Context: an optimization exercise on an open-source flow, tuned for small area, a short achievable clock period and few clock cycles. The choices shown serve that exercise and are no tape-out recipe. Where RTL was checked, it was by simulation tests only, not by an equivalence proof against the original. The clock input has no modelled driver; a real chip could not lean on it and would need a root buffer or a full tree. Power and IR drop assume default switching activity.

== north ==
==> module fpa_align_add, before the edit <==
module fpa_align_add (
	input  fpa_pkg::st_a_t  i_st,
	output fpa_pkg::st_b_t  o_st
);
	logic [23:0] sml_m;
	logic [26:0] shifted;
	logic        sticky;
	logic [27:0] big_ext;
	logic [27:0] sml_al;
	assign sml_m   = {1'b1, i_st.sml_frac};
	assign shifted = {sml_m, 3'b000} >> i_st.shamt;
	always_comb begin
		sticky = 1'b0;
		for (int i = 0; i < 24; i++) begin
			if (i_st.shamt > 5'(i + 3)) sticky = sticky | sml_m[i];
		end
	end
	assign sml_al  = {1'b0, shifted[26:1], (shifted[0] | sticky) & i_st.sml_live};
	assign big_ext = {2'b01, i_st.big_frac, 3'b000};
	assign o_st.sum  = i_st.eff_sub ? (big_ext - sml_al) : (big_ext + sml_al);
	assign o_st.spec = i_st.spec;
	assign o_st.sign = i_st.sign;
	assign o_st.exp  = i_st.exp;
endmodule
==> module fpa_adder, before the edit <==
module fpa_adder (
	input  logic           i_clk,
	input  logic           i_arst_n,
	input  logic           i_valid,
	input  logic [31:0]    i_a,
	input  logic [31:0]    i_b,
	output logic           o_valid,
	output logic [31:0]    o_result
);
	fpa_pkg::st_a_t  st_a_d;
	fpa_pkg::st_a_t  st_a_q;
	fpa_pkg::st_b_t  st_b_d;
	fpa_pkg::st_b_t  st_b_q;
	fpa_pkg::st_c_t  st_c_d;
	fpa_pkg::st_c_t  st_c_q;
	logic [31:0]     res_d;
	logic [fpa_pkg::LAT-1:0] vld;
	fpa_classify  u_classify  (.i_a(i_a), .i_b(i_b), .o_st(st_a_d));
	fpa_align_add u_align_add (.i_st(st_a_q), .o_st(st_b_d));
	fpa_normalize u_normalize (.i_st(st_b_q), .o_st(st_c_d));
	fpa_special   u_special   (.i_st(st_c_q), .o_result(res_d));
	generate
		if (fpa_pkg::CUT_A) begin : g_cut_a
			always_ff @(posedge i_clk) st_a_q <= st_a_d;
		end else begin : g_pass_a
			assign st_a_q = st_a_d;
		end
		if (fpa_pkg::CUT_B) begin : g_cut_b
			always_ff @(posedge i_clk) st_b_q <= st_b_d;
		end else begin : g_pass_b
			assign st_b_q = st_b_d;
		end
		if (fpa_pkg::CUT_C) begin : g_cut_c
			always_ff @(posedge i_clk) st_c_q <= st_c_d;
		end else begin : g_pass_c
			assign st_c_q = st_c_d;
		end
		if (fpa_pkg::CUT_OUT) begin : g_cut_out
			always_ff @(posedge i_clk) o_result <= res_d;
		end else begin : g_pass_out
			assign o_result = res_d;
		end
	endgenerate
	always_ff @(posedge i_clk or negedge i_arst_n) begin
		if (!i_arst_n)
			vld <= '0;
		else
			vld <= fpa_pkg::LAT'({vld, i_valid});
	end
	assign o_valid = vld[fpa_pkg::LAT-1];
endmodule
Settings: LEC_CHECK=0, ABC_AREA=1, CAP_MARGIN=20, CORE_MARGIN=2, CORE_UTILIZATION=40, SLEW_MARGIN=20; clock period 17.0 ns.
run.sh (not shown) runs the stock make flow with config.mk's settings and CLKGATE_MAP_FILE= SYNTH_SCRIPT=/design/flow/synth_recipe.tcl, a recipe that flattens the netlist after the stock synthesis.
Testbench counts of north, summed over its fixed seeds: cycles 12,008.
Changes in south relative to north:
diff --git a/flow/design.v b/flow/design.v
--- a/flow/design.v
+++ b/flow/design.v
@@ -1,9 +1,10 @@
 package fpa_pkg;
+	localparam bit CUT_IN  = 1'b1;    
 	localparam bit CUT_A   = 1'b1;    
-	localparam bit CUT_B   = 1'b0;    
-	localparam bit CUT_C   = 1'b0;    
+	localparam bit CUT_B   = 1'b1;    
+	localparam bit CUT_C   = 1'b1;    
 	localparam bit CUT_OUT = 1'b1;    
-	localparam int LAT     = CUT_A + CUT_B + CUT_C + CUT_OUT;
+	localparam int LAT     = CUT_IN + CUT_A + CUT_B + CUT_C + CUT_OUT;
 	typedef struct packed {
 		logic on;      
 		logic sign;
@@ -111,7 +112,7 @@
 	end
 	assign sml_al  = {1'b0, shifted[26:1], (shifted[0] | sticky) & i_st.sml_live};
 	assign big_ext = {2'b01, i_st.big_frac, 3'b000};
-	assign o_st.sum  = i_st.eff_sub ? (big_ext - sml_al) : (big_ext + sml_al);
+	assign o_st.sum  = big_ext + (sml_al ^ {28{i_st.eff_sub}}) + 28'(i_st.eff_sub);
 	assign o_st.spec = i_st.spec;
 	assign o_st.sign = i_st.sign;
 	assign o_st.exp  = i_st.exp;
@@ -179,6 +180,8 @@
 	output logic           o_valid,
 	output logic [31:0]    o_result
 );
+	logic [31:0]     op_a;
+	logic [31:0]     op_b;
 	fpa_pkg::st_a_t  st_a_d;
 	fpa_pkg::st_a_t  st_a_q;
 	fpa_pkg::st_b_t  st_b_d;
@@ -187,11 +190,20 @@
 	fpa_pkg::st_c_t  st_c_q;
 	logic [31:0]     res_d;
 	logic [fpa_pkg::LAT-1:0] vld;
-	fpa_classify  u_classify  (.i_a(i_a), .i_b(i_b), .o_st(st_a_d));
+	fpa_classify  u_classify  (.i_a(op_a), .i_b(op_b), .o_st(st_a_d));
 	fpa_align_add u_align_add (.i_st(st_a_q), .o_st(st_b_d));
 	fpa_normalize u_normalize (.i_st(st_b_q), .o_st(st_c_d));
 	fpa_special   u_special   (.i_st(st_c_q), .o_result(res_d));
 	generate
+		if (fpa_pkg::CUT_IN) begin : g_cut_in
+			always_ff @(posedge i_clk) begin
+				op_a <= i_a;
+				op_b <= i_b;
+			end
+		end else begin : g_pass_in
+			assign op_a = i_a;
+			assign op_b = i_b;
+		end
 		if (fpa_pkg::CUT_A) begin : g_cut_a
 			always_ff @(posedge i_clk) st_a_q <= st_a_d;
 		end else begin : g_pass_a
### Flow results
Looking at total wire length across south and north, the one that comes out lower is south. Number of vias after detailed routing: south lower than north. For the instance count of the mapped netlist, south came in 10% lower than north did. The run showing the greater final-layout clock buffer total is south. north fits on a die that is smaller than the die of south. Between north and south, worst-case hold slack decreased. south vs north: highest clock frequency the design can meet up by more than 100%. Compared with north, south shows a higher number of antenna violations at the first check in global routing.
Testbench counts of south, summed over its fixed seeds: cycles 12,032.

---

## Q
Another version of the RTL of fpa_adder (not shown whole).
Size in the first run: ~2000 cells after synthesis, ~240 flip-flops, roughly 13000 µm² of cells after synthesis.
==> module fpa_add, before the edit <==
module fpa_add #(
	parameter int N = 28
) (
	input  logic [N-1:0] i_a,
	input  logic [N-1:0] i_b,
	input  logic         i_cin,
	output logic [N-1:0] o_sum
);
	logic [N:0] g;
	logic [N:0] p;
	logic [N:0] x;
	always_comb begin
		x = {i_a ^ i_b, 1'b0};
		g = {i_a & i_b, i_cin};
		p = x;
		for (int d = 1; d <= N; d = d * 2) begin
			for (int i = 2 * d - 1; i <= N; i = i + 2 * d) begin
				g[i] = g[i] | (p[i] & g[i - d]);
				p[i] = p[i] & p[i - d];
			end
		end
		for (int d = 32; d >= 1; d = d / 2) begin
			for (int i = 3 * d - 1; i <= N; i = i + 2 * d) begin
				g[i] = g[i] | (p[i] & g[i - d]);
				p[i] = p[i] & p[i - d];
			end
		end
	end
	assign o_sum = x[N:1] ^ g[N-1:0];
endmodule
Settings: LEC_CHECK=0, ABC_AREA=1, CAP_MARGIN=20, CORE_MARGIN=2, CORE_UTILIZATION=60, CTS_CLUSTER_DIAMETER=100, CTS_CLUSTER_SIZE=30, SLEW_MARGIN=60; clock period 17.0 ns.
standard.sh (not shown) runs the stock make flow with config.mk's settings and CLKGATE_MAP_FILE= SYNTH_SCRIPT=/design/flow/synth_recipe.tcl, a recipe that flattens the netlist after the stock synthesis.
==> flow/flow/run.sh <==
#!/bin/bash
# The standard layout with three changes:
#  - synthesis maps adders with the rest of the logic (no separate half and
#    full adder cell extraction); registers come out as in the standard synthesis
#  - plain buffers (not delay cells) on the ports
#  - a clock tree one buffer level shallower (flow/post_cts.tcl)
# make's output goes to make.log; each ORFS step also logs under orfs/logs/.
set -euo pipefail
bash standard.sh ADDER_MAP_FILE= 'BUFFER_PORTS_ARGS=-buffer_cell sky130_fd_sc_hd__buf_2' "POST_CTS_TCL=$PWD/flow/post_cts.tcl" finish > make.log 2>&1
==> flow/flow/post_cts.tcl <==
# Clock tree with one buffer level less: the leaf buffers hang straight off
# the root buffer. The middle buffers go, their loads move to the root's net,
# and the balancing dummy loads, which drive nothing, go as well.
set block [ord::get_db_block]
set mids {}
set dummies {}
foreach inst [$block getInsts] {
  set name [$inst getName]
  if {[string match "clkbuf_1_*" $name]} { lappend mids $inst }
  if {[string match "clkload*" $name]} { lappend dummies $inst }
}
foreach inst $dummies {
  puts "post_cts: removing dummy load [$inst getName]"
  odb::dbInst_destroy $inst
}
foreach inst $mids {
  set in_net [[$inst findITerm A] getNet]
  set out_net [[$inst findITerm X] getNet]
  puts "post_cts: removing [$inst getName], loads of [$out_net getName] move to [$in_net getName]"
  set loads {}
  foreach it [$out_net getITerms] {
    if {[$it getInst] ne $inst} { lappend loads $it }
  }
  odb::dbInst_destroy $inst
  foreach it $loads {
    $it disconnect
    $it connect $in_net
  }
  odb::dbNet_destroy $out_net
}
Q closes out successfully: all stages finished, all timing, DRC and antenna checks passed.
Testbench counts of Q, summed over its fixed seeds: cycles 12,032.
### Q -> R
--- a/flow/design.v
+++ b/flow/design.v
@@ -172,20 +172,37 @@
 	logic [N:0] p;
 	logic [N:0] x;
+	localparam int K  = 7;
+	localparam int NG = (N + K) / K;    
+	logic [NG-1:0] gg;
+	logic [NG-1:0] gp;
 	always_comb begin
 		x = {i_a ^ i_b, 1'b0};
 		g = {i_a & i_b, i_cin};
 		p = x;
-		for (int d = 1; d <= N; d = d * 2) begin
-			for (int i = 2 * d - 1; i <= N; i = i + 2 * d) begin
-				g[i] = g[i] | (p[i] & g[i - d]);
-				p[i] = p[i] & p[i - d];
+		for (int i = 1; i <= N; i++) begin
+			if (i % K != 0) begin
+				g[i] = g[i] | (p[i] & g[i - 1]);
+				p[i] = p[i] & p[i - 1];
 			end
 		end
-		for (int d = 32; d >= 1; d = d / 2) begin
-			for (int i = 3 * d - 1; i <= N; i = i + 2 * d) begin
-				g[i] = g[i] | (p[i] & g[i - d]);
-				p[i] = p[i] & p[i - d];
+		for (int j = 0; j < NG; j++) begin
+			gg[j] = g[(j * K + K - 1 > N) ? N : j * K + K - 1];
+			gp[j] = p[(j * K + K - 1 > N) ? N : j * K + K - 1];
+		end
+		for (int d = 1; d < NG; d = d * 2) begin
+			for (int i = 2 * d - 1; i < NG; i = i + 2 * d) begin
+				gg[i] = gg[i] | (gp[i] & gg[i - d]);
+				gp[i] = gp[i] & gp[i - d];
+			end
+		end
+		for (int d = 16; d >= 1; d = d / 2) begin
+			for (int i = 3 * d - 1; i < NG; i = i + 2 * d) begin
+				gg[i] = gg[i] | (gp[i] & gg[i - d]);
+				gp[i] = gp[i] & gp[i - d];
 			end
 		end
+		for (int i = K; i <= N; i++) begin
+			g[i] = g[i] | (p[i] & gg[i / K - 1]);
+		end
 	end
 	assign o_sum = x[N:1] ^ g[N-1:0];
--- outcome ---
Q reports its timing startpoint of the critical path as o_result[19] while R reports vld[4].
In terms of share of the clock period used by the worst path after layout, R and Q differ only marginally.
Horizontal die dimension ends up higher on Q.
Of R and Q, the higher met1 capacity usage during global routing belongs to R.
Post-synthesis mux area share: R > Q
Between R and Q, it is R whose die area is lower, by about 1.8%.
The lower final critical-path required period of R and Q is in Q.
R ends up with a post-place setup slack that is 140 ps lower than in Q.
On final routed wirelength across all metal layers, the lower figure sits with Q, not R.
Adder and majority gate portion of the synthesized area delta (R -> Q): insignificant
In terms of power attributed to the clock group, Q and R differ only marginally.
Between Q and R, the worst hold slack figures differ only marginally.
In R, the clock power share came out 0.2 points above the value in Q.
Sequential share of layout area (R over Q): increase, 0.46 points
In the reports for R and Q, the larger final worst-path setup slack belongs to Q.
No functional check of the RTL was part of R.

==> re-timing with driven ports <==
The flow's constraints put no driver on any port. The routed layouts listed below were extracted and timed again, unchanged, in two steps. Step 1: set_driving_cell puts a clkbuf_16 on i_clk and a buf_2 on each other input, an assumption about the parent block. Step 2 times the ports against the registers' clock, not the clock port: input delays grow and output delays shrink by t, the midpoint of the rising clock arrivals with the driver on. Three values: no drivers, after step 1, after step 2; two values: the first two.
| run | shift t [ns] | setup WS [ns] | worst hold slack (ns) | worst data-port slew with drivers (ns) |
|---|---|---|---|---|
| north | 0.406 | 4.890 / 4.890 / 4.890 | 0.348 / 0.348 / 0.348 | 0.06 |
| south | 0.602 | 11.934 / 11.934 / 11.934 | 0.325 / 0.325 / 0.325 | 0.04 |
| Q | 0.444 | 12.698 / 12.650 / 12.568 | 0.337 / 0.337 / 0.337 | 0.04 |
| R | 0.453 | 12.680 / 12.632 / 12.416 | 0.335 / 0.335 / 0.335 | 0.03 |
After both steps every run listed still meets setup and hold. For R, which loses most, drivers alone change the setup slack by -0.048 ns; drivers and shift together by -0.264 ns.
